This design comes from an exercise in tuning for small area, a short achievable clock period and few clock cycles on the open sky130 flow, not from production work.
In this exercise RTL edits were held to simulation tests only and were not proved equivalent to the original.
No driver is modelled on the clock port, so clocking that relies on it looks cheaper here than on a real chip.
Power and IR drop assume default switching activity.

==> flow/design.v <==
`timescale 1ns / 1ps
package stok_pkg;
    localparam int DefLineWidth   = 20;
    localparam int DefColumnWidth = 16;
    localparam int OutLineW       = 20;
    localparam int OutColW        = 16;
    localparam int QueueDepth     = 4;
    localparam int QueuePtrW      = $clog2(QueueDepth);
    localparam int NumKeywords    = 25;
    typedef enum logic [4:0] {
        M_IDLE, M_PEND, M_SHIFT, M_LCOMM, M_BCOMM, M_BSTAR, M_IDENT, M_ZERO,
        M_DEC, M_DOT, M_HEX, M_BIN, M_FRAC, M_EXPS, M_EXPD, M_STR, M_SESC,
        M_SHEX, M_COPEN, M_CESC, M_CHEX, M_CCLOSE, M_PRAGMA
    } t_lex_mode;
    localparam logic RK_TOKEN = 1'b0;
    localparam logic RK_TEXT  = 1'b1;
    localparam logic [6:0] TK_END     = 7'd0;
    localparam logic [6:0] TK_IDENT   = 7'd1;
    localparam logic [6:0] TK_INT     = 7'd2;
    localparam logic [6:0] TK_FLOAT   = 7'd3;
    localparam logic [6:0] TK_STR     = 7'd4;
    localparam logic [6:0] TK_CHAR    = 7'd5;
    localparam logic [6:0] TK_PRAGMA  = 7'd6;
    localparam logic [6:0] TK_ERROR   = 7'd7;
    localparam logic [6:0] TK_KW      = 7'd8;
    localparam logic [6:0] TK_LPAREN  = 7'd33;
    localparam logic [6:0] TK_RPAREN  = 7'd34;
    localparam logic [6:0] TK_LBRACE  = 7'd35;
    localparam logic [6:0] TK_RBRACE  = 7'd36;
    localparam logic [6:0] TK_LBRACK  = 7'd37;
    localparam logic [6:0] TK_RBRACK  = 7'd38;
    localparam logic [6:0] TK_COMMA   = 7'd39;
    localparam logic [6:0] TK_SEMI    = 7'd40;
    localparam logic [6:0] TK_COLON   = 7'd41;
    localparam logic [6:0] TK_DOT     = 7'd42;
    localparam logic [6:0] TK_QUEST   = 7'd43;
    localparam logic [6:0] TK_PLUS    = 7'd44;
    localparam logic [6:0] TK_INC     = 7'd45;
    localparam logic [6:0] TK_ADD_EQ  = 7'd46;
    localparam logic [6:0] TK_MINUS   = 7'd47;
    localparam logic [6:0] TK_ARROW   = 7'd48;
    localparam logic [6:0] TK_DECR    = 7'd49;
    localparam logic [6:0] TK_SUB_EQ  = 7'd50;
    localparam logic [6:0] TK_STAR    = 7'd51;
    localparam logic [6:0] TK_MUL_EQ  = 7'd52;
    localparam logic [6:0] TK_SLASH   = 7'd53;
    localparam logic [6:0] TK_DIV_EQ  = 7'd54;
    localparam logic [6:0] TK_PERCENT = 7'd55;
    localparam logic [6:0] TK_MOD_EQ  = 7'd56;
    localparam logic [6:0] TK_AMP     = 7'd57;
    localparam logic [6:0] TK_LAND    = 7'd58;
    localparam logic [6:0] TK_AND_EQ  = 7'd59;
    localparam logic [6:0] TK_PIPE    = 7'd60;
    localparam logic [6:0] TK_LOR     = 7'd61;
    localparam logic [6:0] TK_OR_EQ   = 7'd62;
    localparam logic [6:0] TK_CARET   = 7'd63;
    localparam logic [6:0] TK_XOR_EQ  = 7'd64;
    localparam logic [6:0] TK_TILDE   = 7'd65;
    localparam logic [6:0] TK_BANG    = 7'd66;
    localparam logic [6:0] TK_NE      = 7'd67;
    localparam logic [6:0] TK_LT      = 7'd68;
    localparam logic [6:0] TK_SHL     = 7'd69;
    localparam logic [6:0] TK_SHL_EQ  = 7'd70;
    localparam logic [6:0] TK_LE      = 7'd71;
    localparam logic [6:0] TK_GT      = 7'd72;
    localparam logic [6:0] TK_SHR     = 7'd73;
    localparam logic [6:0] TK_SHR_EQ  = 7'd74;
    localparam logic [6:0] TK_GE      = 7'd75;
    localparam logic [6:0] TK_ASSIGN  = 7'd76;
    localparam logic [6:0] TK_EQ      = 7'd77;
    function automatic logic is_alpha(input logic [7:0] c);
        is_alpha = (c >= "a" && c <= "z") || (c >= "A" && c <= "Z");
    endfunction
    function automatic logic is_digit(input logic [7:0] c);
        is_digit = c >= "0" && c <= "9";
    endfunction
    function automatic logic is_hex(input logic [7:0] c);
        is_hex = is_digit(c) || (c >= "a" && c <= "f") || (c >= "A" && c <= "F");
    endfunction
    function automatic logic [3:0] hex_val(input logic [7:0] c);
        logic [7:0] r;
        if (is_digit(c)) begin
            r = c - "0";
        end else if (c >= "a" && c <= "f") begin
            r = c - "a" + 8'd10;
        end else begin
            r = c - "A" + 8'd10;
        end
        hex_val = r[3:0];
    endfunction
    function automatic logic is_blank(input logic [7:0] c);
        is_blank = c == " " || c == 8'h09 || c == 8'h0D || c == 8'h0A;
    endfunction
    function automatic logic [6:0] op_now(input logic [7:0] c);
        logic [6:0] r;
        case (c)
            "(":     r = TK_LPAREN;
            ")":     r = TK_RPAREN;
            "{":     r = TK_LBRACE;
            "}":     r = TK_RBRACE;
            "[":     r = TK_LBRACK;
            "]":     r = TK_RBRACK;
            ",":     r = TK_COMMA;
            ";":     r = TK_SEMI;
            ":":     r = TK_COLON;
            ".":     r = TK_DOT;
            "?":     r = TK_QUEST;
            "~":     r = TK_TILDE;
            default: r = TK_END;
        endcase
        op_now = r;
    endfunction
    function automatic logic [6:0] op_alone(input logic [7:0] f);
        logic [6:0] r;
        case (f)
            "+":     r = TK_PLUS;
            "-":     r = TK_MINUS;
            "*":     r = TK_STAR;
            "/":     r = TK_SLASH;
            "%":     r = TK_PERCENT;
            "&":     r = TK_AMP;
            "|":     r = TK_PIPE;
            "^":     r = TK_CARET;
            "!":     r = TK_BANG;
            "<":     r = TK_LT;
            ">":     r = TK_GT;
            "=":     r = TK_ASSIGN;
            default: r = TK_END;
        endcase
        op_alone = r;
    endfunction
    function automatic logic [6:0] op_pair(input logic [7:0] f, input logic [7:0] b);
        logic [6:0] r;
        case (f)
            "+":     r = b == "+" ? TK_INC : b == "=" ? TK_ADD_EQ : TK_END;
            "-":     r = b == ">" ? TK_ARROW : b == "-" ? TK_DECR
                       : b == "=" ? TK_SUB_EQ : TK_END;
            "*":     r = b == "=" ? TK_MUL_EQ : TK_END;
            "/":     r = b == "=" ? TK_DIV_EQ : TK_END;
            "%":     r = b == "=" ? TK_MOD_EQ : TK_END;
            "&":     r = b == "&" ? TK_LAND : b == "=" ? TK_AND_EQ : TK_END;
            "|":     r = b == "|" ? TK_LOR : b == "=" ? TK_OR_EQ : TK_END;
            "^":     r = b == "=" ? TK_XOR_EQ : TK_END;
            "!":     r = b == "=" ? TK_NE : TK_END;
            "<":     r = b == "=" ? TK_LE : TK_END;
            ">":     r = b == "=" ? TK_GE : TK_END;
            "=":     r = b == "=" ? TK_EQ : TK_END;
            default: r = TK_END;
        endcase
        op_pair = r;
    endfunction
    function automatic logic [7:0] esc_code(input logic [7:0] e);
        logic [7:0] r;
        case (e)
            "n":     r = 8'h0A;
            "t":     r = 8'h09;
            "r":     r = 8'h0D;
            "0":     r = 8'h00;
            default: r = e;
        endcase
        esc_code = r;
    endfunction
endpackage
module stok_add #(
    parameter int W = 64
) (
    input  logic [W-1:0] i_a,
    input  logic [W-1:0] i_b,
    input  logic         i_ci,
    output logic [W:0]   o_s
);
    logic [W-1:0] p, g, gg, pp;
    logic [W:0]   c;
    always_comb begin
        p  = i_a ^ i_b;
        g  = i_a & i_b;
        gg = g;
        pp = p;
        for (int d = 1; d < W; d = d * 2) begin
            for (int i = 2 * d - 1; i < W; i = i + 2 * d) begin
                gg[i] = gg[i] | (pp[i] & gg[i - d]);
                pp[i] = pp[i] & pp[i - d];
            end
        end
        for (int d = W / 2; d >= 1; d = d / 2) begin
            for (int i = 3 * d - 1; i < W; i = i + 2 * d) begin
                gg[i] = gg[i] | (pp[i] & gg[i - d]);
                pp[i] = pp[i] & pp[i - d];
            end
        end
        c[0] = i_ci;
        for (int i = 0; i < W; i = i + 1) c[i + 1] = gg[i] | (pp[i] & i_ci);
        for (int i = 0; i < W; i = i + 1) o_s[i] = p[i] ^ c[i];
        o_s[W] = c[W];
    end
endmodule
`timescale 1ns / 1ps
module source_tokenizer_unit (
    input  logic        i_clk,
    input  logic        i_rst_n,
    input  logic        i_in_valid,
    input  logic [7:0]  i_src_byte,
    input  logic        i_end_of_input,
    output logic        o_in_stall,
    output logic        o_out_valid,
    output logic        o_result_kind,
    output logic [6:0]  o_token_kind,
    output logic [63:0] o_token_value,
    output logic [19:0] o_start_line,
    output logic [15:0] o_start_column,
    output logic        o_unterminated,
    output logic        o_last_of_run,
    input  logic        i_out_stall
);
    localparam logic [4:0] M_DOT2   = 5'd23;
    localparam logic [4:0] M_DOTTOK = 5'd24;
    logic       r_av, r_ae, r_sv, r_se;
    logic [7:0] r_ab, r_sb;
    logic [4:0]  r_mode;
    logic [19:0] r_tl, r_line;
    logic [15:0] r_tc, r_col;  
    logic        r_c1;         
    logic        r_tpend;    
    logic [63:0] r_acc;      
    logic        r_sat;      
    logic [24:0] r_kw;
    logic [3:0]  r_wl;
    logic        r_escd;
    logic        r_ov, r_ork, r_oun, r_olast, r_ovacc;
    logic [6:0]  r_otk;
    logic [7:0]  r_ovb;
    logic en, step, consume, a_free;
    assign en   = !(r_ov && i_out_stall);
    assign step = r_av && en;
    logic [7:0]  b;
    logic        eoi;
    logic [24:0] kw_first, kw_next;
    logic [6:0]  kind_now;
    assign b   = r_ab;
    assign eoi = r_ae;
    always_comb begin
        kw_first[0] = (b == "f");
        kw_first[1] = (b == "r");
        kw_first[2] = (b == "i");
        kw_first[3] = (b == "e");
        kw_first[4] = (b == "w");
        kw_first[5] = (b == "d");
        kw_first[6] = (b == "f");
        kw_first[7] = (b == "b");
        kw_first[8] = (b == "c");
        kw_first[9] = (b == "s");
        kw_first[10] = (b == "p");
        kw_first[11] = (b == "i");
        kw_first[12] = (b == "c");
        kw_first[13] = (b == "s");
        kw_first[14] = (b == "e");
        kw_first[15] = (b == "c");
        kw_first[16] = (b == "n");
        kw_first[17] = (b == "d");
        kw_first[18] = (b == "n");
        kw_first[19] = (b == "t");
        kw_first[20] = (b == "f");
        kw_first[21] = (b == "e");
        kw_first[22] = (b == "v");
        kw_first[23] = (b == "s");
        kw_first[24] = (b == "w");
        case (r_wl)
            4'd1: kw_next[0] = r_kw[0] && (b == "n");
            default: kw_next[0] = 1'b0;
        endcase
        case (r_wl)
            4'd1: kw_next[1] = r_kw[1] && (b == "e");
            4'd2: kw_next[1] = r_kw[1] && (b == "t");
            4'd3: kw_next[1] = r_kw[1] && (b == "u");
            4'd4: kw_next[1] = r_kw[1] && (b == "r");
            4'd5: kw_next[1] = r_kw[1] && (b == "n");
            default: kw_next[1] = 1'b0;
        endcase
        case (r_wl)
            4'd1: kw_next[2] = r_kw[2] && (b == "f");
            default: kw_next[2] = 1'b0;
        endcase
        case (r_wl)
            4'd1: kw_next[3] = r_kw[3] && (b == "l");
            4'd2: kw_next[3] = r_kw[3] && (b == "s");
            4'd3: kw_next[3] = r_kw[3] && (b == "e");
            default: kw_next[3] = 1'b0;
        endcase
        case (r_wl)
            4'd1: kw_next[4] = r_kw[4] && (b == "h");
            4'd2: kw_next[4] = r_kw[4] && (b == "i");
            4'd3: kw_next[4] = r_kw[4] && (b == "l");
            4'd4: kw_next[4] = r_kw[4] && (b == "e");
            default: kw_next[4] = 1'b0;
        endcase
        case (r_wl)
            4'd1: kw_next[5] = r_kw[5] && (b == "o");
            default: kw_next[5] = 1'b0;
        endcase
        case (r_wl)
            4'd1: kw_next[6] = r_kw[6] && (b == "o");
            4'd2: kw_next[6] = r_kw[6] && (b == "r");
            default: kw_next[6] = 1'b0;
        endcase
        case (r_wl)
            4'd1: kw_next[7] = r_kw[7] && (b == "r");
            4'd2: kw_next[7] = r_kw[7] && (b == "e");
            4'd3: kw_next[7] = r_kw[7] && (b == "a");
            4'd4: kw_next[7] = r_kw[7] && (b == "k");
            default: kw_next[7] = 1'b0;
        endcase
        case (r_wl)
            4'd1: kw_next[8] = r_kw[8] && (b == "o");
            4'd2: kw_next[8] = r_kw[8] && (b == "n");
            4'd3: kw_next[8] = r_kw[8] && (b == "t");
            4'd4: kw_next[8] = r_kw[8] && (b == "i");
            4'd5: kw_next[8] = r_kw[8] && (b == "n");
            4'd6: kw_next[8] = r_kw[8] && (b == "u");
            4'd7: kw_next[8] = r_kw[8] && (b == "e");
            default: kw_next[8] = 1'b0;
        endcase
        case (r_wl)
            4'd1: kw_next[9] = r_kw[9] && (b == "t");
            4'd2: kw_next[9] = r_kw[9] && (b == "r");
            4'd3: kw_next[9] = r_kw[9] && (b == "u");
            4'd4: kw_next[9] = r_kw[9] && (b == "c");
            4'd5: kw_next[9] = r_kw[9] && (b == "t");
            default: kw_next[9] = 1'b0;
        endcase
        case (r_wl)
            4'd1: kw_next[10] = r_kw[10] && (b == "r");
            4'd2: kw_next[10] = r_kw[10] && (b == "o");
            4'd3: kw_next[10] = r_kw[10] && (b == "t");
            4'd4: kw_next[10] = r_kw[10] && (b == "o");
            4'd5: kw_next[10] = r_kw[10] && (b == "c");
            4'd6: kw_next[10] = r_kw[10] && (b == "o");
            4'd7: kw_next[10] = r_kw[10] && (b == "l");
            default: kw_next[10] = 1'b0;
        endcase
        case (r_wl)
            4'd1: kw_next[11] = r_kw[11] && (b == "m");
            4'd2: kw_next[11] = r_kw[11] && (b == "p");
            4'd3: kw_next[11] = r_kw[11] && (b == "l");
            default: kw_next[11] = 1'b0;
        endcase
        case (r_wl)
            4'd1: kw_next[12] = r_kw[12] && (b == "o");
            4'd2: kw_next[12] = r_kw[12] && (b == "m");
            4'd3: kw_next[12] = r_kw[12] && (b == "p");
            4'd4: kw_next[12] = r_kw[12] && (b == "o");
            4'd5: kw_next[12] = r_kw[12] && (b == "n");
            4'd6: kw_next[12] = r_kw[12] && (b == "e");
            4'd7: kw_next[12] = r_kw[12] && (b == "n");
            4'd8: kw_next[12] = r_kw[12] && (b == "t");
            default: kw_next[12] = 1'b0;
        endcase
        case (r_wl)
            4'd1: kw_next[13] = r_kw[13] && (b == "y");
            4'd2: kw_next[13] = r_kw[13] && (b == "s");
            4'd3: kw_next[13] = r_kw[13] && (b == "t");
            4'd4: kw_next[13] = r_kw[13] && (b == "e");
            4'd5: kw_next[13] = r_kw[13] && (b == "m");
            default: kw_next[13] = 1'b0;
        endcase
        case (r_wl)
            4'd1: kw_next[14] = r_kw[14] && (b == "x");
            4'd2: kw_next[14] = r_kw[14] && (b == "t");
            4'd3: kw_next[14] = r_kw[14] && (b == "e");
            4'd4: kw_next[14] = r_kw[14] && (b == "r");
            4'd5: kw_next[14] = r_kw[14] && (b == "n");
            default: kw_next[14] = 1'b0;
        endcase
        case (r_wl)
            4'd1: kw_next[15] = r_kw[15] && (b == "o");
            4'd2: kw_next[15] = r_kw[15] && (b == "n");
            4'd3: kw_next[15] = r_kw[15] && (b == "s");
            4'd4: kw_next[15] = r_kw[15] && (b == "t");
            default: kw_next[15] = 1'b0;
        endcase
        case (r_wl)
            4'd1: kw_next[16] = r_kw[16] && (b == "e");
            4'd2: kw_next[16] = r_kw[16] && (b == "w");
            default: kw_next[16] = 1'b0;
        endcase
        case (r_wl)
            4'd1: kw_next[17] = r_kw[17] && (b == "e");
            4'd2: kw_next[17] = r_kw[17] && (b == "l");
            4'd3: kw_next[17] = r_kw[17] && (b == "e");
            4'd4: kw_next[17] = r_kw[17] && (b == "t");
            4'd5: kw_next[17] = r_kw[17] && (b == "e");
            default: kw_next[17] = 1'b0;
        endcase
        case (r_wl)
            4'd1: kw_next[18] = r_kw[18] && (b == "u");
            4'd2: kw_next[18] = r_kw[18] && (b == "l");
            4'd3: kw_next[18] = r_kw[18] && (b == "l");
            default: kw_next[18] = 1'b0;
        endcase
        case (r_wl)
            4'd1: kw_next[19] = r_kw[19] && (b == "r");
            4'd2: kw_next[19] = r_kw[19] && (b == "u");
            4'd3: kw_next[19] = r_kw[19] && (b == "e");
            default: kw_next[19] = 1'b0;
        endcase
        case (r_wl)
            4'd1: kw_next[20] = r_kw[20] && (b == "a");
            4'd2: kw_next[20] = r_kw[20] && (b == "l");
            4'd3: kw_next[20] = r_kw[20] && (b == "s");
            4'd4: kw_next[20] = r_kw[20] && (b == "e");
            default: kw_next[20] = 1'b0;
        endcase
        case (r_wl)
            4'd1: kw_next[21] = r_kw[21] && (b == "n");
            4'd2: kw_next[21] = r_kw[21] && (b == "t");
            default: kw_next[21] = 1'b0;
        endcase
        case (r_wl)
            4'd1: kw_next[22] = r_kw[22] && (b == "o");
            4'd2: kw_next[22] = r_kw[22] && (b == "i");
            4'd3: kw_next[22] = r_kw[22] && (b == "d");
            default: kw_next[22] = 1'b0;
        endcase
        case (r_wl)
            4'd1: kw_next[23] = r_kw[23] && (b == "i");
            4'd2: kw_next[23] = r_kw[23] && (b == "z");
            4'd3: kw_next[23] = r_kw[23] && (b == "e");
            4'd4: kw_next[23] = r_kw[23] && (b == "o");
            4'd5: kw_next[23] = r_kw[23] && (b == "f");
            default: kw_next[23] = 1'b0;
        endcase
        case (r_wl)
            4'd1: kw_next[24] = r_kw[24] && (b == "o");
            4'd2: kw_next[24] = r_kw[24] && (b == "r");
            4'd3: kw_next[24] = r_kw[24] && (b == "l");
            4'd4: kw_next[24] = r_kw[24] && (b == "d");
            default: kw_next[24] = 1'b0;
        endcase
        kind_now = 7'd0;
        kind_now = kind_now | ((r_kw[24] && r_wl == 4'd5) ? 7'd32 : 7'd0);
        kind_now = kind_now | ((r_kw[23] && r_wl == 4'd6) ? 7'd31 : 7'd0);
        kind_now = kind_now | ((r_kw[22] && r_wl == 4'd4) ? 7'd30 : 7'd0);
        kind_now = kind_now | ((r_kw[21] && r_wl == 4'd3) ? 7'd29 : 7'd0);
        kind_now = kind_now | ((r_kw[20] && r_wl == 4'd5) ? 7'd28 : 7'd0);
        kind_now = kind_now | ((r_kw[19] && r_wl == 4'd4) ? 7'd27 : 7'd0);
        kind_now = kind_now | ((r_kw[18] && r_wl == 4'd4) ? 7'd26 : 7'd0);
        kind_now = kind_now | ((r_kw[17] && r_wl == 4'd6) ? 7'd25 : 7'd0);
        kind_now = kind_now | ((r_kw[16] && r_wl == 4'd3) ? 7'd24 : 7'd0);
        kind_now = kind_now | ((r_kw[15] && r_wl == 4'd5) ? 7'd23 : 7'd0);
        kind_now = kind_now | ((r_kw[14] && r_wl == 4'd6) ? 7'd22 : 7'd0);
        kind_now = kind_now | ((r_kw[13] && r_wl == 4'd6) ? 7'd21 : 7'd0);
        kind_now = kind_now | ((r_kw[12] && r_wl == 4'd9) ? 7'd20 : 7'd0);
        kind_now = kind_now | ((r_kw[11] && r_wl == 4'd4) ? 7'd19 : 7'd0);
        kind_now = kind_now | ((r_kw[10] && r_wl == 4'd8) ? 7'd18 : 7'd0);
        kind_now = kind_now | ((r_kw[9] && r_wl == 4'd6) ? 7'd17 : 7'd0);
        kind_now = kind_now | ((r_kw[8] && r_wl == 4'd8) ? 7'd16 : 7'd0);
        kind_now = kind_now | ((r_kw[7] && r_wl == 4'd5) ? 7'd15 : 7'd0);
        kind_now = kind_now | ((r_kw[6] && r_wl == 4'd3) ? 7'd14 : 7'd0);
        kind_now = kind_now | ((r_kw[5] && r_wl == 4'd2) ? 7'd13 : 7'd0);
        kind_now = kind_now | ((r_kw[4] && r_wl == 4'd5) ? 7'd12 : 7'd0);
        kind_now = kind_now | ((r_kw[3] && r_wl == 4'd4) ? 7'd11 : 7'd0);
        kind_now = kind_now | ((r_kw[2] && r_wl == 4'd2) ? 7'd10 : 7'd0);
        kind_now = kind_now | ((r_kw[1] && r_wl == 4'd6) ? 7'd9 : 7'd0);
        kind_now = kind_now | ((r_kw[0] && r_wl == 4'd2) ? 7'd8 : 7'd0);
        if (kind_now == 7'd0) kind_now = stok_pkg::TK_IDENT;
    end
    logic c_blank, c_alpha, c_digit, c_hex, c_idch, c_zero_idle;
    logic [3:0] c_hv;
    logic [6:0] c_opnow, c_opal;
    always_comb begin
        c_blank = stok_pkg::is_blank(b);
        c_alpha = stok_pkg::is_alpha(b) || b == "_";
        c_digit = stok_pkg::is_digit(b);
        c_hex   = stok_pkg::is_hex(b);
        c_idch  = c_alpha || c_digit;
        c_hv    = b[6] ? b[3:0] + 4'd9 : b[3:0];
        c_opnow = stok_pkg::op_now(b);
        c_opal  = stok_pkg::op_alone(b);
        c_zero_idle = c_blank || b == "\"" || b == "'" || b == "#" || c_opal != stok_pkg::TK_END;
    end
    always_comb begin
        case ({r_acc[1:0], b[2:0]})
            5'd0: lo4 = 4'd0;
            5'd1: lo4 = 4'd1;
            5'd2: lo4 = 4'd2;
            5'd3: lo4 = 4'd3;
            5'd4: lo4 = 4'd4;
            5'd5: lo4 = 4'd5;
            5'd6: lo4 = 4'd6;
            5'd7: lo4 = 4'd7;
            5'd8: lo4 = 4'd2;
            5'd9: lo4 = 4'd3;
            5'd10: lo4 = 4'd4;
            5'd11: lo4 = 4'd5;
            5'd12: lo4 = 4'd6;
            5'd13: lo4 = 4'd7;
            5'd14: lo4 = 4'd8;
            5'd15: lo4 = 4'd9;
            5'd16: lo4 = 4'd4;
            5'd17: lo4 = 4'd5;
            5'd18: lo4 = 4'd6;
            5'd19: lo4 = 4'd7;
            5'd20: lo4 = 4'd8;
            5'd21: lo4 = 4'd9;
            5'd22: lo4 = 4'd10;
            5'd23: lo4 = 4'd11;
            5'd24: lo4 = 4'd6;
            5'd25: lo4 = 4'd7;
            5'd26: lo4 = 4'd8;
            5'd27: lo4 = 4'd9;
            5'd28: lo4 = 4'd10;
            5'd29: lo4 = 4'd11;
            5'd30: lo4 = 4'd12;
            5'd31: lo4 = 4'd13;
            default: lo4 = 4'd0;
        endcase
    end
    assign add_ci = b[3] | lo4[3];
    stok_add #(.W(64)) u_add (
        .i_a (r_acc),
        .i_b ({2'd0, r_acc[63:2]}),
        .i_ci(add_ci),
        .o_s (sum65)
    );
    logic [4:0]  s_mode;
    logic        s_done, s_emit, s_rk, s_un, s_last, s_vacc;
    logic [6:0]  s_tk;
    logic [7:0]  s_vb;
    logic [1:0]  s_tsel;    
    logic        s_tpend;
    logic [63:0] s_acc;
    logic        s_sat;
    logic [24:0] s_kw;
    logic [3:0]  s_wl;
    logic        s_escd;
    logic        s_eol;     
    logic [7:0]  f;
    logic [6:0]  k;
    logic [67:0] m;
    logic [3:0]  lo4;
    logic [64:0] sum65;
    logic        add_ci;
    logic [7:0]  e;
    logic        cl, cl_vacc, cl_un, tx;
    logic [6:0]  cl_tk;
    logic [7:0]  tx_v;
    always_comb begin
        s_mode  = r_mode;
        s_done  = 1'b1;
        s_emit  = 1'b0;
        s_rk    = stok_pkg::RK_TOKEN;
        s_tk    = stok_pkg::TK_END;
        s_un    = 1'b0;
        s_last  = 1'b1;
        s_vacc  = 1'b0;
        s_vb    = 8'd0;
        s_tsel  = r_tpend ? 2'd2 : 2'd0;
        s_tpend = 1'b0;
        s_acc   = r_acc;
        s_sat   = r_sat;
        s_kw    = r_kw;
        s_wl    = r_wl;
        s_escd  = r_escd;
        s_eol   = 1'b0;
        f       = r_acc[7:0];
        k       = stok_pkg::TK_END;
        m       = 68'd0;
        e       = 8'd0;
        cl      = 1'b0;
        cl_tk   = stok_pkg::TK_END;
        cl_vacc = 1'b0;
        cl_un   = 1'b0;
        tx      = 1'b0;
        tx_v    = 8'd0;
        case (r_mode)
            stok_pkg::M_IDLE, stok_pkg::M_LCOMM, stok_pkg::M_BCOMM, stok_pkg::M_BSTAR: begin
                if (r_mode == stok_pkg::M_IDLE) s_tsel = 2'd1;
                if (eoi) begin
                    s_tsel = 2'd1;
                    s_emit = 1'b1; s_tk = stok_pkg::TK_END; s_mode = stok_pkg::M_IDLE; s_eol = 1'b1;
                end else if (r_mode == stok_pkg::M_LCOMM) begin
                    if (b == 8'h0A) s_mode = stok_pkg::M_IDLE;
                end else if (r_mode == stok_pkg::M_BCOMM) begin
                    if (b == "*") s_mode = stok_pkg::M_BSTAR;
                end else if (r_mode == stok_pkg::M_BSTAR) begin
                    if (b == "/") s_mode = stok_pkg::M_IDLE;
                    else if (b != "*") s_mode = stok_pkg::M_BCOMM;
                end else if (c_blank) begin
                    s_mode = stok_pkg::M_IDLE;
                end else if (c_alpha) begin
                    s_mode = stok_pkg::M_IDENT;
                    s_kw = kw_first;
                    s_wl = 4'd1;
                    begin tx = 1'b1; tx_v = b; end
                end else if (c_digit) begin
                    s_acc = {60'd0, b[3:0]};
                    s_sat = 1'b0;
                    s_mode = (b == "0") ? stok_pkg::M_ZERO : stok_pkg::M_DEC;
                    begin tx = 1'b1; tx_v = b; end
                end else if (b == "\"") begin
                    s_mode = stok_pkg::M_STR;
                end else if (b == "'") begin
                    s_mode = stok_pkg::M_COPEN;
                end else if (b == "#") begin
                    s_mode = stok_pkg::M_PRAGMA;
                end else if (c_opnow != stok_pkg::TK_END) begin
                    s_emit = 1'b1; s_tk = c_opnow;
                end else if (c_opal != stok_pkg::TK_END) begin
                    s_acc[7:0] = b;
                    s_mode = stok_pkg::M_PEND;
                end else begin
                    s_emit = 1'b1; s_tk = stok_pkg::TK_ERROR; s_vb = b; s_un = 1'b1;
                end
            end
            stok_pkg::M_PEND: begin
                k = stok_pkg::op_pair(f, b);
                if (eoi) begin
                    begin cl = 1'b1; cl_tk = stok_pkg::op_alone(f); cl_vacc = 1'b0; cl_un = 1'b0; end
                end else if (f == "/" && b == "/") begin
                    s_mode = stok_pkg::M_LCOMM;
                end else if (f == "/" && b == "*") begin
                    s_mode = stok_pkg::M_BCOMM;
                end else if ((f == "<" || f == ">") && b == f) begin
                    s_mode = stok_pkg::M_SHIFT;
                end else if (k != stok_pkg::TK_END) begin
                    s_emit = 1'b1; s_tk = k; s_mode = stok_pkg::M_IDLE;
                end else begin
                    begin cl = 1'b1; cl_tk = stok_pkg::op_alone(f); cl_vacc = 1'b0; cl_un = 1'b0; end
                end
            end
            stok_pkg::M_SHIFT: begin
                if (!eoi && b == "=") begin
                    s_emit = 1'b1; s_tk = (f == "<") ? stok_pkg::TK_SHL_EQ : stok_pkg::TK_SHR_EQ; s_mode = stok_pkg::M_IDLE;
                end else begin
                    begin cl = 1'b1; cl_tk = (f == "<") ? stok_pkg::TK_SHL : stok_pkg::TK_SHR; cl_vacc = 1'b0; cl_un = 1'b0; end
                end
            end
            stok_pkg::M_IDENT: begin
                if (!eoi && c_idch) begin
                    s_kw = kw_next;
                    s_wl = s_wl + 4'd1;
                    begin tx = 1'b1; tx_v = b; end
                end else begin
                    begin cl = 1'b1; cl_tk = kind_now; cl_vacc = 1'b0; cl_un = 1'b0; end
                end
            end
            stok_pkg::M_ZERO, stok_pkg::M_DEC: begin
                m = {sum65, lo4[2:0]};
                if (eoi) begin
                    begin cl = 1'b1; cl_tk = stok_pkg::TK_INT; cl_vacc = 1'b1; cl_un = 1'b0; end
                end else if (r_mode == stok_pkg::M_ZERO && (b == "x" || b == "X")) begin
                    s_mode = stok_pkg::M_HEX;
                    begin tx = 1'b1; tx_v = b; end
                end else if (r_mode == stok_pkg::M_ZERO && (b == "b" || b == "B")) begin
                    s_mode = stok_pkg::M_BIN;
                    begin tx = 1'b1; tx_v = b; end
                end else if (c_digit) begin
                    s_mode = stok_pkg::M_DEC;
                    s_acc = m[63:0];
                    s_sat = r_sat || m[67:64] != 4'd0;
                    begin tx = 1'b1; tx_v = b; end
                end else if (b == ".") begin
                    s_mode = stok_pkg::M_DOT;
                end else if (b == "e" || b == "E") begin
                    s_mode = stok_pkg::M_EXPS;
                    begin tx = 1'b1; tx_v = b; end
                end else begin
                    begin cl = 1'b1; cl_tk = stok_pkg::TK_INT; cl_vacc = 1'b1; cl_un = 1'b0; end
                end
            end
            stok_pkg::M_DOT: begin
                if (!eoi && c_digit) begin
                    begin tx = 1'b1; tx_v = 8'h2E; end
                    s_last = 1'b0;
                    s_done = 1'b0;
                    s_mode = M_DOT2;
                end else begin
                    s_emit = 1'b1; s_tk = stok_pkg::TK_INT; s_vacc = 1'b1; s_last = 1'b0;
                    s_done = 1'b0;
                    s_mode = M_DOTTOK;
                end
            end
            M_DOT2: begin
                begin tx = 1'b1; tx_v = b; end
                s_mode = stok_pkg::M_FRAC;
            end
            M_DOTTOK: begin
                s_tsel = 2'd2;
                begin cl = 1'b1; cl_tk = stok_pkg::TK_DOT; cl_vacc = 1'b0; cl_un = 1'b0; end
            end
            stok_pkg::M_HEX: begin
                if (!eoi && c_hex) begin
                    s_sat = r_sat || r_acc[63:60] != 4'd0;
                    s_acc = {r_acc[59:0], c_hv};
                    begin tx = 1'b1; tx_v = b; end
                end else begin
                    begin cl = 1'b1; cl_tk = stok_pkg::TK_INT; cl_vacc = 1'b1; cl_un = 1'b0; end
                end
            end
            stok_pkg::M_BIN: begin
                if (!eoi && (b == "0" || b == "1")) begin
                    s_sat = r_sat || r_acc[63];
                    s_acc = {r_acc[62:0], b[0]};
                    begin tx = 1'b1; tx_v = b; end
                end else begin
                    begin cl = 1'b1; cl_tk = stok_pkg::TK_INT; cl_vacc = 1'b1; cl_un = 1'b0; end
                end
            end
            stok_pkg::M_FRAC, stok_pkg::M_EXPS, stok_pkg::M_EXPD: begin
                if (!eoi && c_digit) begin
                    if (r_mode == stok_pkg::M_EXPS) s_mode = stok_pkg::M_EXPD;
                    begin tx = 1'b1; tx_v = b; end
                end else if (!eoi && r_mode == stok_pkg::M_FRAC && (b == "e" || b == "E")) begin
                    s_mode = stok_pkg::M_EXPS;
                    begin tx = 1'b1; tx_v = b; end
                end else if (!eoi && r_mode == stok_pkg::M_EXPS && (b == "+" || b == "-")) begin
                    s_mode = stok_pkg::M_EXPD;
                    begin tx = 1'b1; tx_v = b; end
                end else begin
                    begin cl = 1'b1; cl_tk = stok_pkg::TK_FLOAT; cl_vacc = 1'b0; cl_un = 1'b0; end
                end
            end
            stok_pkg::M_STR: begin
                if (eoi) begin
                    begin cl = 1'b1; cl_tk = stok_pkg::TK_STR; cl_vacc = 1'b0; cl_un = 1'b1; end
                end else if (b == "\"") begin
                    s_emit = 1'b1; s_tk = stok_pkg::TK_STR; s_mode = stok_pkg::M_IDLE;
                end else if (b == "\\") begin
                    s_mode = stok_pkg::M_SESC;
                end else begin
                    begin tx = 1'b1; tx_v = b; end
                end
            end
            stok_pkg::M_SESC: begin
                if (eoi) begin
                    begin cl = 1'b1; cl_tk = stok_pkg::TK_STR; cl_vacc = 1'b0; cl_un = 1'b1; end
                end else if (b == "x") begin
                    s_acc = 64'd0;
                    s_sat = 1'b0;
                    s_escd = 1'b0;
                    s_mode = stok_pkg::M_SHEX;
                end else begin
                    begin tx = 1'b1; tx_v = stok_pkg::esc_code(b); end
                    s_mode = stok_pkg::M_STR;
                end
            end
            stok_pkg::M_SHEX: begin
                e = {r_acc[3:0], c_hv};
                if (!eoi && c_hex) begin
                    s_acc = {r_acc[59:0], c_hv};
                    s_escd = 1'b1;
                    if (r_escd) begin
                        s_emit = 1'b1; s_rk = stok_pkg::RK_TEXT; s_vacc = 1'b1;
                        s_mode = stok_pkg::M_STR;
                    end
                end else begin
                    s_emit = 1'b1; s_rk = stok_pkg::RK_TEXT; s_vacc = 1'b1;
                    if (!eoi && b == "\\") begin
                        s_mode = stok_pkg::M_SESC;
                    end else begin
                        s_mode = stok_pkg::M_STR;
                        s_done = 1'b0;
                        s_last = 1'b0;
                    end
                end
            end
            stok_pkg::M_COPEN, stok_pkg::M_CESC: begin
                if (eoi) begin
                    begin cl = 1'b1; cl_tk = stok_pkg::TK_CHAR; cl_vacc = 1'b0; cl_un = 1'b1; end
                end else if (r_mode == stok_pkg::M_COPEN && b == "\\") begin
                    s_mode = stok_pkg::M_CESC;
                end else if (r_mode == stok_pkg::M_CESC && b == "x") begin
                    s_acc = 64'd0;
                    s_sat = 1'b0;
                    s_escd = 1'b0;
                    s_mode = stok_pkg::M_CHEX;
                end else begin
                    s_acc = {56'd0, (r_mode == stok_pkg::M_CESC) ? stok_pkg::esc_code(b) : b};
                    s_sat = 1'b0;
                    s_mode = stok_pkg::M_CCLOSE;
                end
            end
            stok_pkg::M_CHEX: begin
                e = {r_acc[3:0], c_hv};
                if (!eoi && c_hex) begin
                    s_acc = {r_acc[59:0], c_hv};
                    s_escd = 1'b1;
                    if (r_escd) s_mode = stok_pkg::M_CCLOSE;
                end else if (!eoi && b == "'") begin
                    s_emit = 1'b1; s_tk = stok_pkg::TK_CHAR; s_vacc = 1'b1; s_mode = stok_pkg::M_IDLE;
                end else begin
                    begin cl = 1'b1; cl_tk = stok_pkg::TK_CHAR; cl_vacc = 1'b1; cl_un = 1'b1; end
                end
            end
            stok_pkg::M_CCLOSE: begin
                if (!eoi && b == "'") begin
                    s_emit = 1'b1; s_tk = stok_pkg::TK_CHAR; s_vacc = 1'b1; s_mode = stok_pkg::M_IDLE;
                end else begin
                    begin cl = 1'b1; cl_tk = stok_pkg::TK_CHAR; cl_vacc = 1'b1; cl_un = 1'b1; end
                end
            end
            stok_pkg::M_PRAGMA: begin
                if (eoi) begin
                    begin cl = 1'b1; cl_tk = stok_pkg::TK_PRAGMA; cl_vacc = 1'b0; cl_un = 1'b0; end
                end else if (b == 8'h0A) begin
                    s_emit = 1'b1; s_tk = stok_pkg::TK_PRAGMA; s_mode = stok_pkg::M_IDLE;
                end else begin
                    begin tx = 1'b1; tx_v = b; end
                end
            end
            default: begin
                s_mode = stok_pkg::M_IDLE;
                s_done = 1'b0;
            end
        endcase
        if (tx) begin
            s_emit = 1'b1; s_rk = stok_pkg::RK_TEXT; s_tk = stok_pkg::TK_END; s_vb = tx_v;
        end
        if (cl) begin
            s_emit = 1'b1; s_rk = stok_pkg::RK_TOKEN; s_tk = cl_tk; s_vacc = cl_vacc;
            s_un = cl_un; s_mode = stok_pkg::M_IDLE;
            if (eoi) begin
                s_done = 1'b0; s_last = 1'b0;
            end else begin
                s_last = c_zero_idle;
                if (c_blank) begin
                    s_done = 1'b1;
                end else if (b == "\"") begin
                    s_done = 1'b1; s_mode = stok_pkg::M_STR; s_tpend = 1'b1;
                end else if (b == "'") begin
                    s_done = 1'b1; s_mode = stok_pkg::M_COPEN; s_tpend = 1'b1;
                end else if (b == "#") begin
                    s_done = 1'b1; s_mode = stok_pkg::M_PRAGMA; s_tpend = 1'b1;
                end else if (c_opal != stok_pkg::TK_END && !cl_vacc) begin
                    s_done = 1'b1; s_mode = stok_pkg::M_PEND; s_tpend = 1'b1;
                    s_acc[7:0] = b;
                end else begin
                    s_done = 1'b0;
                end
            end
        end
    end
    logic [15:0] ccol, col_inc;
    logic [19:0] line_inc;
    always_comb begin
        for (int i = 0; i < 16; i = i + 1) col_inc[i] = r_col[i] ^ (&(r_col | ~((16'd1 << i) - 16'd1)));
        for (int i = 0; i < 20; i = i + 1) line_inc[i] = r_line[i] ^ (&(r_line | ~((20'd1 << i) - 20'd1)));
        ccol = r_c1 ? 16'd1 : ((&r_col) ? r_col : col_inc);
    end
    assign consume = step && s_done;
    assign a_free  = !r_av || (s_done && !r_ov) || (s_done && !i_out_stall);
    always_ff @(posedge i_clk) begin
        if (!i_rst_n) begin
            r_av <= 1'b0;
            r_sv <= 1'b0;
        end else begin
            if (a_free) r_av <= r_sv || i_in_valid;
            r_sv <= !a_free && (r_sv || i_in_valid);
        end
    end
    always_ff @(posedge i_clk) begin
        if (!r_sv) begin
            r_sb <= i_src_byte;
            r_se <= i_end_of_input;
        end
        if (a_free) begin
            r_ab <= r_sv ? r_sb : i_src_byte;
            r_ae <= r_sv ? r_se : i_end_of_input;
        end
    end
    assign o_in_stall = r_sv;
    always_ff @(posedge i_clk) begin
        if (!i_rst_n) begin
            r_mode  <= stok_pkg::M_IDLE;
            r_line  <= 20'd1;
            r_c1    <= 1'b1;
            r_tpend <= 1'b0;
            r_ov    <= 1'b0;
        end else if (en) begin
            r_ov <= step && s_emit;
            if (step) begin
                r_mode  <= s_mode;
                r_tpend <= s_tpend;
                if (s_done) begin
                    r_col <= ccol;
                    r_c1  <= s_eol || b == 8'h0A;
                    if (s_eol) begin
                        r_line <= 20'd1;
                    end else if (b == 8'h0A && !(&r_line)) begin
                        r_line <= line_inc;
                    end
                end
            end
        end
    end
    always_ff @(posedge i_clk) begin
        if (step) begin
            r_acc  <= s_acc;
            r_sat  <= s_sat;
            r_kw   <= s_kw;
            r_wl   <= s_wl;
            r_escd <= s_escd;
            case (s_tsel)
                2'd1: begin r_tl <= r_line; r_tc <= ccol; end
                2'd2: begin r_tl <= r_line; r_tc <= r_col; end
                default: ;
            endcase
            r_ork   <= s_rk;
            r_otk   <= s_tk;
            r_oun   <= s_un;
            r_olast <= s_last;
            r_ovacc <= s_vacc;
            r_ovb   <= s_vb;
        end
    end
    assign o_out_valid    = r_ov;
    assign o_result_kind  = r_ork;
    assign o_token_kind   = r_otk;
    assign o_token_value  = r_ovacc ? (r_acc | {64{r_sat}}) : {56'd0, r_ovb};
    assign o_start_line   = r_tl;
    assign o_start_column = r_tc;
    assign o_unterminated = r_oun;
    assign o_last_of_run  = r_olast;
endmodule
==> flow/flow/run.sh <==
#!/bin/bash
# Layout: the standard flow, with an extra setup repair after placement
# and after clock tree synthesis that resizes and buffers the netlist for more
# setup slack than the standard flow asks for. The clock, the constraints and
# the registers are unchanged.
set -euo pipefail
HERE=$(pwd)
RES=$HERE/orfs/results/$FLOW_PLATFORM/source_tokenizer_unit/base
bash standard.sh synth floorplan place > "$HERE/log_std_place.txt" 2>&1
STAGE=3_place RES="$RES" openroad -no_splash -exit "$HERE/flow/opt.tcl" > "$HERE/log_opt_place.txt" 2>&1
bash standard.sh cts > "$HERE/log_std_cts.txt" 2>&1
STAGE=4_cts RES="$RES" openroad -no_splash -exit "$HERE/flow/opt.tcl" > "$HERE/log_opt_cts.txt" 2>&1
bash standard.sh > "$HERE/log_std_finish.txt" 2>&1
==> flow/flow/opt.tcl <==
# Extra setup repair on a placed (or clock-tree) stage's design, then legalise
# and write it back over the stage's result. The repair aims a little above the
# worst slack each round, so it works only on the paths that set the period.
set res $::env(RES)
set stage $::env(STAGE)
set plat $::env(FLOW_HOME)/platforms/$::env(FLOW_PLATFORM)
read_liberty $plat/lib/sky130_fd_sc_hd__tt_025C_1v80.lib
read_db $res/$stage.odb
read_sdc $res/$stage.sdc
source $plat/setRC.tcl
set_dont_use {sky130_fd_sc_hd__probe_p_8 sky130_fd_sc_hd__probec_p_8 sky130_fd_sc_hd__lpflow_*}
if { $stage == "4_cts" } {
  set_propagated_clock [all_clocks]
}
estimate_parasitics -placement
report_worst_slack -max
report_worst_slack -min
report_design_area
set step 0.25
if { [info exists ::env(OPT_STEP)] } { set step $::env(OPT_STEP) }
set rounds 10
if { [info exists ::env(OPT_ROUNDS)] } { set rounds $::env(OPT_ROUNDS) }
repair_design
set ws [sta::time_sta_ui [sta::worst_slack_cmd max]]
for { set i 0 } { $i < $rounds } { incr i } {
  set target [expr { $ws + $step }]
  puts "round $i: worst slack $ws, aiming at $target"
  repair_timing -setup -setup_margin $target -skip_gate_cloning
  set nws [sta::time_sta_ui [sta::worst_slack_cmd max]]
  if { $nws < $ws + 0.03 } {
    break
  }
  set ws $nws
}
if { $stage == "4_cts" } {
  repair_timing -hold -hold_margin 0.1
}
detailed_placement
check_placement -verbose
estimate_parasitics -placement
report_worst_slack -max
report_worst_slack -min
report_design_area
report_checks -path_delay max -format full_clock_expanded -digits 3
write_db $res/$stage.odb
==> flow/standard.sh <==
#!/bin/bash
# synth_recipe.tcl (not shown) runs the flow's synth.tcl, then flattens the netlist and writes it again
# the make line also repeats each setting of config.mk as NAME=value (left out here)
make -C /OpenROAD-flow-scripts/flow DESIGN_CONFIG=/design/flow/config.mk WORK_HOME=/design/flow/orfs CLKGATE_MAP_FILE= SYNTH_SCRIPT=/design/flow/synth_recipe.tcl "${@:-finish}"
==> flow/config.mk <==
export PLATFORM = sky130hd
export DESIGN_NAME = source_tokenizer_unit
export DESIGN_NICKNAME = source_tokenizer_unit
export VERILOG_FILES = /design/flow/design.v
export SDC_FILE = /design/flow/constraint.sdc
export NUM_CORES = 4
export LEC_CHECK = 0
export CAP_MARGIN = 20
export CORE_MARGIN = 2
export CORE_UTILIZATION = 60
export PLACE_DENSITY = 0.75
export SLEW_MARGIN = 20
==> flow/constraint.sdc <==
create_clock -name core_clock -period 12.0 [get_ports {i_clk}]
set_input_delay 2.4000 -clock core_clock [delete_from_list [all_inputs] [get_ports {i_clk}]]
set_output_delay 2.4000 -clock core_clock [all_outputs]
set_load 0.01 [all_outputs]
==> results of run 1 <==
sequential cells by signal (all words and copies together), names as in the netlist, 4 cells and up:
| name | flops |
|---|---|
| r_ovb | 8 |
| r_tl | 20 |
| r_tc | 16 |
| r_mode | 5 |
| r_col | 16 |
| r_sb | 8 |
| r_kw | 25 |
| r_wl | 4 |
| r_otk | 7 |
| r_ab | 8 |
| r_line | 20 |
| r_acc | 64 |
worst min-delay path by stage:
stage | to | cells past startpoint
6_report | r_sb[3]$_DFF_P_ | 1
5_1_grt | r_sb[3]$_DFF_P_ | 1
4_1_cts | r_sb[3]$_DFF_P_ | 1
3_5_place_dp | r_ov$_SDFFE_PN0N_ | 2
3_3_place_gp | r_tl[1]$_DFFE_PP_ | 0
2_1_floorplan | r_tl[19]$_DFFE_PP_ | 0
layout by cell type, fill, tap and decap left out, drive strengths merged, types with 17 or more instances in the layout:
cell	instances
nand4	32
clkbuf	62
o21a	62
buf	122
nor2b	26
a21oi	134
o211ai	18
nand3	78
a22oi	67
o31ai	25
edfxtp	175
dfxtp	39
and2	21
o21ai	177
a21o	21
dlymetal6s2s	24
ha	85
nor3	40
xnor2	29
xor2	41
a211oi	27
clkdlybuf4s50	58
nor2	203
inv	32
nand2	193
nand2b	26
o22ai	17
and3	18
final cells by class:
class                   count  share of cell area, %
multi-input cells        1621                   52.3
flip-flops and latches    214                   29.5
repair buffers            235                   11.3
clock buffers              31                   3.46
well taps                 378                   2.31
inverters                  31                  0.617
clock inverters            15                  0.538
diodes                      3                 0.0367
power by group through the flow:
stage	Sequential [W]	Combinational (W)	Clock (W)
after global placement	0.00123	0.00195	0
after CTS	0.00119	0.00236	0.000759
after global routing	0.00121	0.00261	0.000783
after floorplan	0.00116	0.00140	0
after detailed placement	0.00124	0.00199	0
final	0.00120	0.00248	0.000759
synth_stat cells (7+ instances only):
library cell,number,area (µm²)
a22oi_1,67,503
a31oi_1,14,87.6
nand3_1,78,390
o211ai_1,18,135
buf_1,12,45.0
buf_2,13,65.1
a221o_1,8,80.1
o31ai_1,25,188
inv_1,31,116
and3_1,18,113
o21ai_0,170,851
and4_1,7,61.3
nor3b_1,13,97.6
a31o_2,7,61.3
a221oi_1,16,140
nor2b_1,26,163
ha_1,85,1060
a211oi_1,25,188
nand4_1,31,194
mux2_2,11,124
nand2_1,193,724
nor3_1,40,200
o22ai_1,17,106
mux2i_1,15,150
dfxtp_1,39,781
o21a_1,62,465
nand2b_1,26,163
a21o_1,21,158
nor2_1,203,762
xor2_1,41,359
xnor2_1,29,254
a21oi_1,133,666
clkbuf_1,104,390
a32oi_1,7,61.3
a311oi_1,7,61.3
nor4_1,14,87.6
edfxtp_1,175,5260
nand3b_1,16,120
o2111ai_1,9,78.8
nand4b_1,14,123
or3_1,12,75.1
and2_1,20,125
o21bai_1,7,52.6
cells by family after synthesis:
group           after synthesis
flops                       214
compound gates              686
buf+inv                     164
fa+ha+maj                    86
xor+xnor                     70
simple gates                753
mux                          26
layer usage:
layer	vias up	global-route usage, %	wire (µm)
met5	-	0	0
met4	0	20.5	3840
met3	370	11.1	8970
met2	1663	64.9	28300
met1	8652	55.5	23600
li1	7922	-	-
critical path, delay by kind of cell, from the launching register on:
family	cells	cell delay (ns)
buf+inv	4	0.62
simple gates	1	0.16
flops	1	0.41
compound gates	1	0.05
metrics by stage:
stage | std cells | area, µm² | util, % | hold WS (ns)
2_1_floorplan | 1999 | 17000 | - | 0.423
3_3_place_gp | 2388 | 18400 | 65.9 | 0.453
3_5_place_dp | 2389 | 18400 | 66.0 | 0.458
4_1_cts | 2519 | 20500 | 73.7 | 0.473
5_1_grt | 2525 | 20500 | 73.5 | 0.486
6_report | 2528 | 20500 | 73.5 | 0.471
==> metrics.cfg, run 1 <==
[synthesis]
syn_area_per_cell_um2 = 8.51
syn_inst = 1999
synth_nets = 2098
synth_top_family_by_area = compound AO/OA/AOI/OAI gates
synthSimpleGateAreaFrac_pct = 22.3
synth-compound-area-share_pct = 26.8
synthDistinctLibCells = 92
synth_area_um2 = 17000
ys_dominant_reg_cell = edfxtp_1
synthArstFlopShare_pct = 0
synthAdderAreaFrac_pct = 6.37
synth-seq-cells = 214
synth_mux_area_share_pct = 1.61
seq_area_frac_synth_pct = 35.5
synth_edf_count = 175
synth_xor_xnor_area_share_pct = 3.61
yosys_warnings = 2

[power]
clkPwrFrac_pct = 17.1
power.internal_w = 0.00242
switching_power_w = 0.00202
p_seq_share_pct = 27.1
p_leak_nw = 7.90
combinationalPowerShare_pct = 55.9
p_total_w = 0.00444
ir_worst_vdd_mv = 0.136
switching_share_pct = 45.5
power_density_nw_per_um2 = 217

[routing]
vias = 18600
drcViolationCount = 0
drtIter0Drc = 3145
wl_per_cell_um = 25.6
dr.pass1.iters = 8
postRouteAntennaNets = 0
viasPerCell = 7.36
routed_wl_um = 64700

[cts]
path_clk_slew_ns = 0.06
hold_buffers = 0
cts_sinks = 214
clk_latency_ns = 0.56
cts_resized = 0
cts.path.max_buffers = 3
cts_setup_buffers = 0
cts_htree_levels = 1
cts_made_buffers = 25
tritoncts = built
cts-root-buf = clkbuf_16

[floorplanning]
die_area_um2 = 29700
ios = 125
start_util_pct = 61.0
die_x_um = 172
rows = 61
core_um2 = 27900
chipHeight_um = 172

[global_routing]
grt_overflow_total = 0
grt_pass1_wl_um = 97600
grt_antenna_before_repair = 2
grt_pass1_vias = 17100
grt_max_degree = 66
grt_usage_pct = 42.3

[critical_path]
crit_fanout = 18
cp_data_arrival_time_ns = 1.81
rrSetupSlack_ns = 7.92
r2r_cells = 11
cp_slowest_cell = edfxtp_1
timing.rr.end = r_ov$_SDFFE_PN0N_
crit_end = o_token_value[5]
max_stage_delay_ns = 0.41
worstSetupPathType = register to output port
cp_cell_sequence = buf_12 > buf_4 > buf_12 > nor2_4 > a21oi_4 > buf_2
cp-startpoint = r_ovacc$_DFFE_PP_
cp-end-kind = output port
start_kind = register
cp_common_cell = buf_12
cp.required_ns = 9.60
r2r-start = r_ab[0]$_DFFE_PP_

[run]
cap_violations = 0

[timing]
skew_ns = 0.0171
setup_violations = 0
slew_violations = 0
finalWorstSetupSlack_ns = 7.79
slew_headroom_pct = 27.0
grt_setup_unrepaired = no
fmax_ghz = 0.237
finalHoldViolCount = 0
finalCritPeriodShare_pct = 35.1
worst_slew_pin_slew_ns = 1.09
tns_ns = 0
fin_crit_ns = 4.21

[placement]
gp_routability_congestion = 1.05
post-dp-hpwl_um = 40700
io_buffers = 124
pre_cts_ws_ns = 6.61

[finish]
regArea_um2 = 6040
drive_gt1_share_pct = 13.9
multi_input_area_um2 = 10700
final.fill_count = 1999
finalNetCount = 2227
area_growth_pct = 20.4

[worst_hold_path]
min_from = r_sb[3]$_DFF_P_
worstHoldPathType = register to register

[status]
status = no timing/DRC/antenna violations

Testbench counts, summed over its fixed seeds: cycles 24,942.
==> run 2: changes to the inputs <==
--- a/flow/flow/opt.tcl
+++ b/flow/flow/opt.tcl
@@ -11,6 +11,20 @@
 set_dont_use {sky130_fd_sc_hd__probe_p_8 sky130_fd_sc_hd__probec_p_8 sky130_fd_sc_hd__lpflow_*}
 if { $stage == "4_cts" } {
   set_propagated_clock [all_clocks]
+}
+if { $stage == "3_place" } {
+  # the port buffers that buffer_ports chose are larger than the ports need;
+  # start them at the smallest buffer and let the repair below size them up
+  set n 0
+  foreach inst [[ord::get_db_block] getInsts] {
+    set name [$inst getName]
+    if { [regexp {^(input|output)[0-9]+$} $name]
+         && [[$inst getMaster] getName] == "sky130_fd_sc_hd__clkdlybuf4s50_1" } {
+      replace_cell $name sky130_fd_sc_hd__buf_1
+      incr n
+    }
+  }
+  puts "port buffers resized: $n"
 }
 estimate_parasitics -placement
 report_worst_slack -max
==> run 2 against run 1 <==
  * Hold slack better by 0.00064 ns
  * Largest cell class unchanged
  * Via count is 2.5% lower
  * Register-to-register slack got worse by 0.02 ns
  * Count of clock-buffer cells in the layout up 2
==> metrics.cfg, run 2 <==
[global_routing]
grt_util_met2_pct = 62.5
grtUsageMet1_pct = 53.4
grt_usage_pct = 40.4
grt_max_degree = 66
grt_pass1_vias = 16700
grt_pass1_wl_um = 94000
gr-usage-met3_pct = 10.0
grt.busiest_layer = met2
grt_antenna_before_repair = 1
grt_overflow_total = 0

[synthesis]
yosysMostFrequentCell = nor2_1
yosys-top-cells-count = nor2_1, nand2_1, edfxtp_1
synth_area_um2 = 17000
synthArstFlopShare_pct = 0
synth_edf_count = 175
synthDominantCellAreaShare_pct = 30.9
ys_dominant_reg_cell = edfxtp_1
syn_area_per_cell_um2 = 8.51
synth_nets = 2098
syn_inst = 1999
synth_area_leaders = edfxtp_1, ha_1, o21ai_0
seq_area_frac_synth_pct = 35.5
yosys.area.top_type = edfxtp_1
yosys_warnings = 2
synthDistinctLibCells = 92
synth-seq-cells = 214

[cts]
cts_setup_buffers = 0
path_clk_slew_ns = 0.06
tritoncts = built
cts_made_buffers = 25
cts.path.max_buffers = 3
cts-root-buf = clkbuf_16
clk_latency_ns = 0.56
cts_resized = 0
cts_htree_levels = 1
hold_buffers = 0
cts_sinks = 214

[timing]
worst_slew_pin_slew_ns = 1.11
hold_slack_ns = 0.471
finalHoldViolCount = 0
finalCritPeriodShare_pct = 34.1
slew_headroom_pct = 26.1
grt_setup_unrepaired = no
fmax_ghz = 0.244
setup_violations = 0
slew_violations = 0
tns_ns = 0
skew_ns = 0.0173
fin_crit_ns = 4.10

[worst_hold_path]
worstHoldPathType = register to register

[routing]
wl_per_cell_um = 24.8
postRouteAntennaNets = 0
routed_wl_um = 62000
drtIter0Drc = 3050
drcViolationCount = 0
dr.pass1.iters = 7
vias = 18100
viasPerCell = 7.25

[critical_path]
cp_cell_sequence = ha_2 > and3_1 > o2111a_1 > a311oi_1 > o2111ai_2 > o21ai_1 > a21oi_1 > or3_1 > or2_1 > a221oi_1 > o21ai_0
cp.required_ns = 12.28
cp-end-kind = register
worstSetupPathType = register to register
cp_slowest_cell = edfxtp_1
cp_data_arrival_time_ns = 4.37
start_kind = register
max_stage_delay_ns = 0.49
crit_fanout = 13

[finish]
regMostFlops = r_acc
final_cells = 2503
finalNetCount = 2205
n_antenna_cell = 0
largest_reg_flops = 64
final.fill_count = 2221
reg_top3 = r_acc (64), r_kw (25)
drive_gt1_share_pct = 10.6
layout_commonest_cell = nor2_1
utilization_pct = 69.6
area_growth_pct = 14.0
layout_common_cells = nor2_1, nand2_1, edfxtp_1, o21ai_0, a21oi_1

[placement]
dp.cells = 2389
io_buffers = 124
post-dp-hpwl_um = 40700
gp_routability_congestion = 1.05

[floorplanning]
start_util_pct = 61.0
rows = 61
die_x_um = 172
core_um2 = 27900
die_area_um2 = 29700
chipHeight_um = 172
ios = 125

[power]
p_total_w = 0.00418
p_leak_nw = 7.06
ir_worst_vdd_mv = 0.129
power_density_nw_per_um2 = 216

[run]
cap_violations = 0

[status]
status = no timing/DRC/antenna violations

## run 2: cell types whose count changed in the layout (fill, tap and decap cells not counted), moves of 6 or more
| cell | previous run | this run |
|---|---|---|
| clkbuf_2 | 30 | 14 |
| buf_12 | 17 | 10 |
| buf_2 | 8 | 1 |
| nor2_1 | 188 | 195 |
| buf_4 | 76 | 66 |
| clkbuf_1 | 1 | 7 |
| buf_6 | 13 | 5 |
| dlymetal6s2s_1 | 24 | 0 |
| clkdlybuf4s50_1 | 58 | 0 |
| buf_1 | 0 | 109 |
## run 2: power by group
group	switching, W	internal (W)	total, W
registers	0.000156	0.00102	0.00118
clock network	0.000317	0.000394	0.000711
logic	0.00147	0.000826	0.00229
total	0.00194	0.00224	0.00418
## run 2: metal layers
layer / vias to the layer above / wire length [µm]
met1: 8495 / 23500
met2: 1445 / 27200
li1: 7872 / -
met5: - / 0
met4: 0 / 3530
met3: 325 / 7770
## run 2: cells by family after synthesis
logic type	count (synthesis)	share of synthesized area, %
flip-flops	214	35.5
AND/OR/NAND/NOR	753	22.3
adder cells (fa/ha/maj)	86	6.37
multiplexers	26	1.61
AO/OA/AOI/OAI	686	26.8
buffers and inverters	164	3.85
XOR/XNOR	70	3.61
## run 2: cell type report
cell class | instances | area [µm²] | area share, %
flip-flops and latches | 214 | 6040 | 31.2
inverters | 31 | 124 | 0.639
clock buffers | 33 | 666 | 3.44
repair buffers | 213 | 1390 | 7.19
well taps | 378 | 473 | 2.44
multi-input cells | 1621 | 10600 | 54.7
clock inverters | 13 | 88.8 | 0.458
## run 2: metrics by stage
step                      cell area (µm²)  setup slack [ns]
final                               19400              7.90
after global routing                19400              7.85
after global placement              18400              6.64
after floorplan                     17000              5.36
after detailed placement            18400              6.61
after CTS                           18900              7.69
## run 2: path summary, 6_finish.rpt
| kind | slack [ns] | cells past startpoint | start | to |
|---|---|---|---|---|
| max reg2reg | 7.90 | 11 | r_ab[0]$_DFFE_PP_ | r_acc[1]$_DFFE_PP_ |
| min reg2reg | 0.47 | 1 | r_sb[3]$_DFF_P_ | r_sb[3]$_DFF_P_ |
| max | 7.90 | 11 | r_ab[0]$_DFFE_PP_ | r_acc[1]$_DFFE_PP_ |
| min | 0.47 | 1 | r_sb[3]$_DFF_P_ | r_sb[3]$_DFF_P_ |
## run 2: worst max-delay path, delay by kind of cell (launching register included)
kind	cells	cell delay (ns)
flops	1	0.49
compound gates	7	1.96
fa+ha+maj	1	0.35
simple gates	3	1.02
==> run 3: changes to the inputs <==
--- a/flow/config.mk
+++ b/flow/config.mk
@@ -8,5 +8,7 @@
 export CAP_MARGIN = 20
 export CORE_MARGIN = 2
 export CORE_UTILIZATION = 60
+export CTS_CLUSTER_DIAMETER = 80
+export CTS_CLUSTER_SIZE = 24
 export PLACE_DENSITY = 0.75
 export SLEW_MARGIN = 20
==> run 3 against run 2 <==
  * Still clean
  * Wire length decreased by 0.15%
  * Flip-flop and latch count unchanged
  * Hold slack improved by 0.0073 ns
  * Worst setup slack improved by 0.053 ns
  * Power decreased by 4.0%
==> metrics.cfg, run 3 <==
[cts]
cts.path.max_buffers = 3
cts_sinks = 214
cts_htree_levels = 1
tritoncts = built
clk_latency_ns = 0.51
hold_buffers = 0
cts_resized = 0
cts_made_buffers = 15
cts-root-buf = clkbuf_16
path_clk_slew_ns = 0.09
cts_setup_buffers = 0

[finish]
fin_area_um2 = 19200
area_growth_pct = 13.1
largest_reg_flops = 64
regMostFlops = r_acc
utilization_pct = 69.1
layout_commonest_cell = nor2_1
finalNetCount = 2202
final_cells = 2489
layout_common_cells = nor2_1, nand2_1, edfxtp_1, o21ai_0, a21oi_1
reg_top3 = r_acc (64), r_kw (25)
drive_gt1_share_pct = 12.3
final.fill_count = 2236

[critical_path]
cp.required_ns = 9.60
crit_fanout = 9
cp-startpoint = r_sat$_SDFFCE_PN0P_
crit_end = o_token_value[5]
start_kind = register
worstSetupPathType = register to output port
r2r-start = r_ab[2]$_DFFE_PP_
timing.rr.end = r_acc[1]$_DFFE_PP_
rrSetupSlack_ns = 8.02
r2r_cells = 12
cp-end-kind = output port
cp_data_arrival_time_ns = 1.64

[routing]
drtIter0Drc = 3018
drcViolationCount = 0
postRouteAntennaNets = 0
dr.pass1.iters = 7
routed_wl_um = 61900
viasPerCell = 7.23
wl_per_cell_um = 24.9
vias = 18000

[timing]
skew_ns = 0.0187
hold_slack_ns = 0.479
finalCritPeriodShare_pct = 33.7
grt_setup_unrepaired = no
fin_crit_ns = 4.04
tns_ns = 0
slew_headroom_pct = 25.0
fmax_ghz = 0.247
setup_violations = 0
finalHoldViolCount = 0
worst_slew_pin_slew_ns = 1.12
slew_violations = 0

[synthesis]
synth_nets = 2098
synth_area_leaders = edfxtp_1, ha_1, o21ai_0
synthDistinctLibCells = 92
synthArstFlopShare_pct = 0
synth_area_um2 = 17000
yosys_warnings = 2
syn_inst = 1999
seq_area_frac_synth_pct = 35.5
synth-seq-cells = 214
yosys-top-cells-count = nor2_1, nand2_1, edfxtp_1
yosys.area.top_type = edfxtp_1
synth_edf_count = 175
yosysMostFrequentCell = nor2_1
syn_area_per_cell_um2 = 8.51
ys_dominant_reg_cell = edfxtp_1
synthDominantCellAreaShare_pct = 30.9

[global_routing]
grt_pass1_wl_um = 94000
grt_antenna_before_repair = 1
grt_overflow_total = 0
grt_usage_pct = 40.6
grt_max_degree = 66
grt_pass1_vias = 16500

[placement]
dp.cells = 2389
post-dp-hpwl_um = 40700
placed_cell_area_um2 = 18400
io_buffers = 124
gp_routability_congestion = 1.05

[floorplanning]
core_um2 = 27900
die_x_um = 172
die_area_um2 = 29700
rows = 61
ios = 125
start_util_pct = 61.0
chipHeight_um = 172

[power]
power_density_nw_per_um2 = 209
ir_worst_vdd_mv = 0.146
p_leak_nw = 7.06

[status]
status = no timing/DRC/antenna violations

[run]
cap_violations = 0

[worst_hold_path]
worstHoldPathType = register to register

-- run 3: worst min path at each step --
stage | start | to | slack [ns] | depth (start not counted)
floorplan | r_line[19]$_SDFFE_PN0P_ | r_tl[19]$_DFFE_PP_ | 0.42 | 0
global placement | r_line[1]$_SDFFE_PN0P_ | r_tl[1]$_DFFE_PP_ | 0.45 | 0
detailed placement | r_av$_SDFFE_PN0P_ | r_ov$_SDFFE_PN0N_ | 0.46 | 2
CTS | r_sb[3]$_DFF_P_ | r_sb[3]$_DFF_P_ | 0.48 | 1
global route | r_sb[3]$_DFF_P_ | r_sb[3]$_DFF_P_ | 0.49 | 1
finish | r_sb[3]$_DFF_P_ | r_sb[3]$_DFF_P_ | 0.48 | 1
-- run 3: where the power goes --
part	switching (W)	internal, W
sequential	0.000158	0.00102
clock	0.000276	0.000242
combinational	0.00147	0.000850
total	0.00190	0.00211
-- run 3: layout make-up --
| class | instances | area [µm²] | share of cell area (%) |
|---|---|---|---|
| Antenna cell | 1 | 2.50 | 0.0130 |
| Clock buffer | 18 | 397 | 2.06 |
| Clock inverter | 6 | 46.3 | 0.241 |
| Inverter | 31 | 124 | 0.644 |
| Multi-Input combinational cell | 1621 | 10600 | 55.2 |
| Sequential cell | 214 | 6040 | 31.4 |
| Tap cell | 378 | 473 | 2.46 |
| Timing Repair Buffer | 220 | 1540 | 8.03 |
-- run 3: cells by family (layout without fill, tap and decap cells) --
| logic type | Yosys count | count (layout) | synth area share (%) |
|---|---|---|---|
| flip-flops | 214 | 214 | 35.5 |
| other | 0 | 1 | 0 |
| AND/OR/NAND/NOR | 753 | 753 | 22.3 |
| buffers and inverters | 164 | 275 | 3.85 |
| AO/OA/AOI/OAI | 686 | 686 | 26.8 |
| multiplexers | 26 | 26 | 1.61 |
| adder cells (fa/ha/maj) | 86 | 86 | 6.37 |
| XOR/XNOR | 70 | 70 | 3.61 |
-- run 3: metrics by stage --
| stage | setup slack [ns] | total power [W] |
|---|---|---|
| 6_report | 7.96 | 0.00401 |
| 5_1_grt | 7.86 | 0.00420 |
| 4_1_cts | 7.74 | 0.00379 |
| 3_5_place_dp | 6.61 | 0.00323 |
| 3_3_place_gp | 6.64 | 0.00318 |
| 2_1_floorplan | 5.36 | 0.00256 |
-- run 3: critical path, stage by stage, from the launching register on --
cell	delay [ns]
edfxtp_1	0.42
buf_12	0.17
buf_12	0.15
nor2_1	0.16
a21oi_2	0.10
clkbuf_2	0.13
-- run 3: metal layers --
layer	up-vias	global-route usage, %	share of wire [%]
met1	8433	53.8	38
met2	1404	63.0	44
met5	-	0	0
met3	299	9.38	12
met4	0	18.7	5.4
li1	7848	-	-

-- re-timing with driven ports --
In the flow no input, the clock included, has a driving cell. The finished layouts below were timed again as built, in two steps.
Step 1 sets driving cells, clkbuf_16 on the clock port and buf_2 on the other inputs (assumed; they add their load-dependent delay and slew).
Step 2, shift: input delay + t, output delay - t, t = (earliest + latest rising clock arrival at the registers) / 2. This alone moves slack from input paths to output paths.
Slacks: ideal ports / drivers / drivers and shift; pairs: ideal ports / drivers.
| run | t, ns | setup WS [ns] | clock arrival spread, ns | worst register clock-pin slew, ns |
|---|---|---|---|---|
| run 1 | 0.611 | 7.786 / 7.729 / 7.880 | 0.017 / 0.017 | 0.07 / 0.07 |
| run 2 | 0.603 | 7.902 / 7.855 / 7.855 | 0.017 / 0.017 | 0.06 / 0.06 |
| run 3 | 0.553 | 7.956 / 7.901 / 7.877 | 0.019 / 0.019 | 0.10 / 0.10 |
After both steps setup and hold are still met in every run listed. For run 3, which loses most, drivers alone change the setup slack by -0.055 ns; drivers and shift together by -0.079 ns.
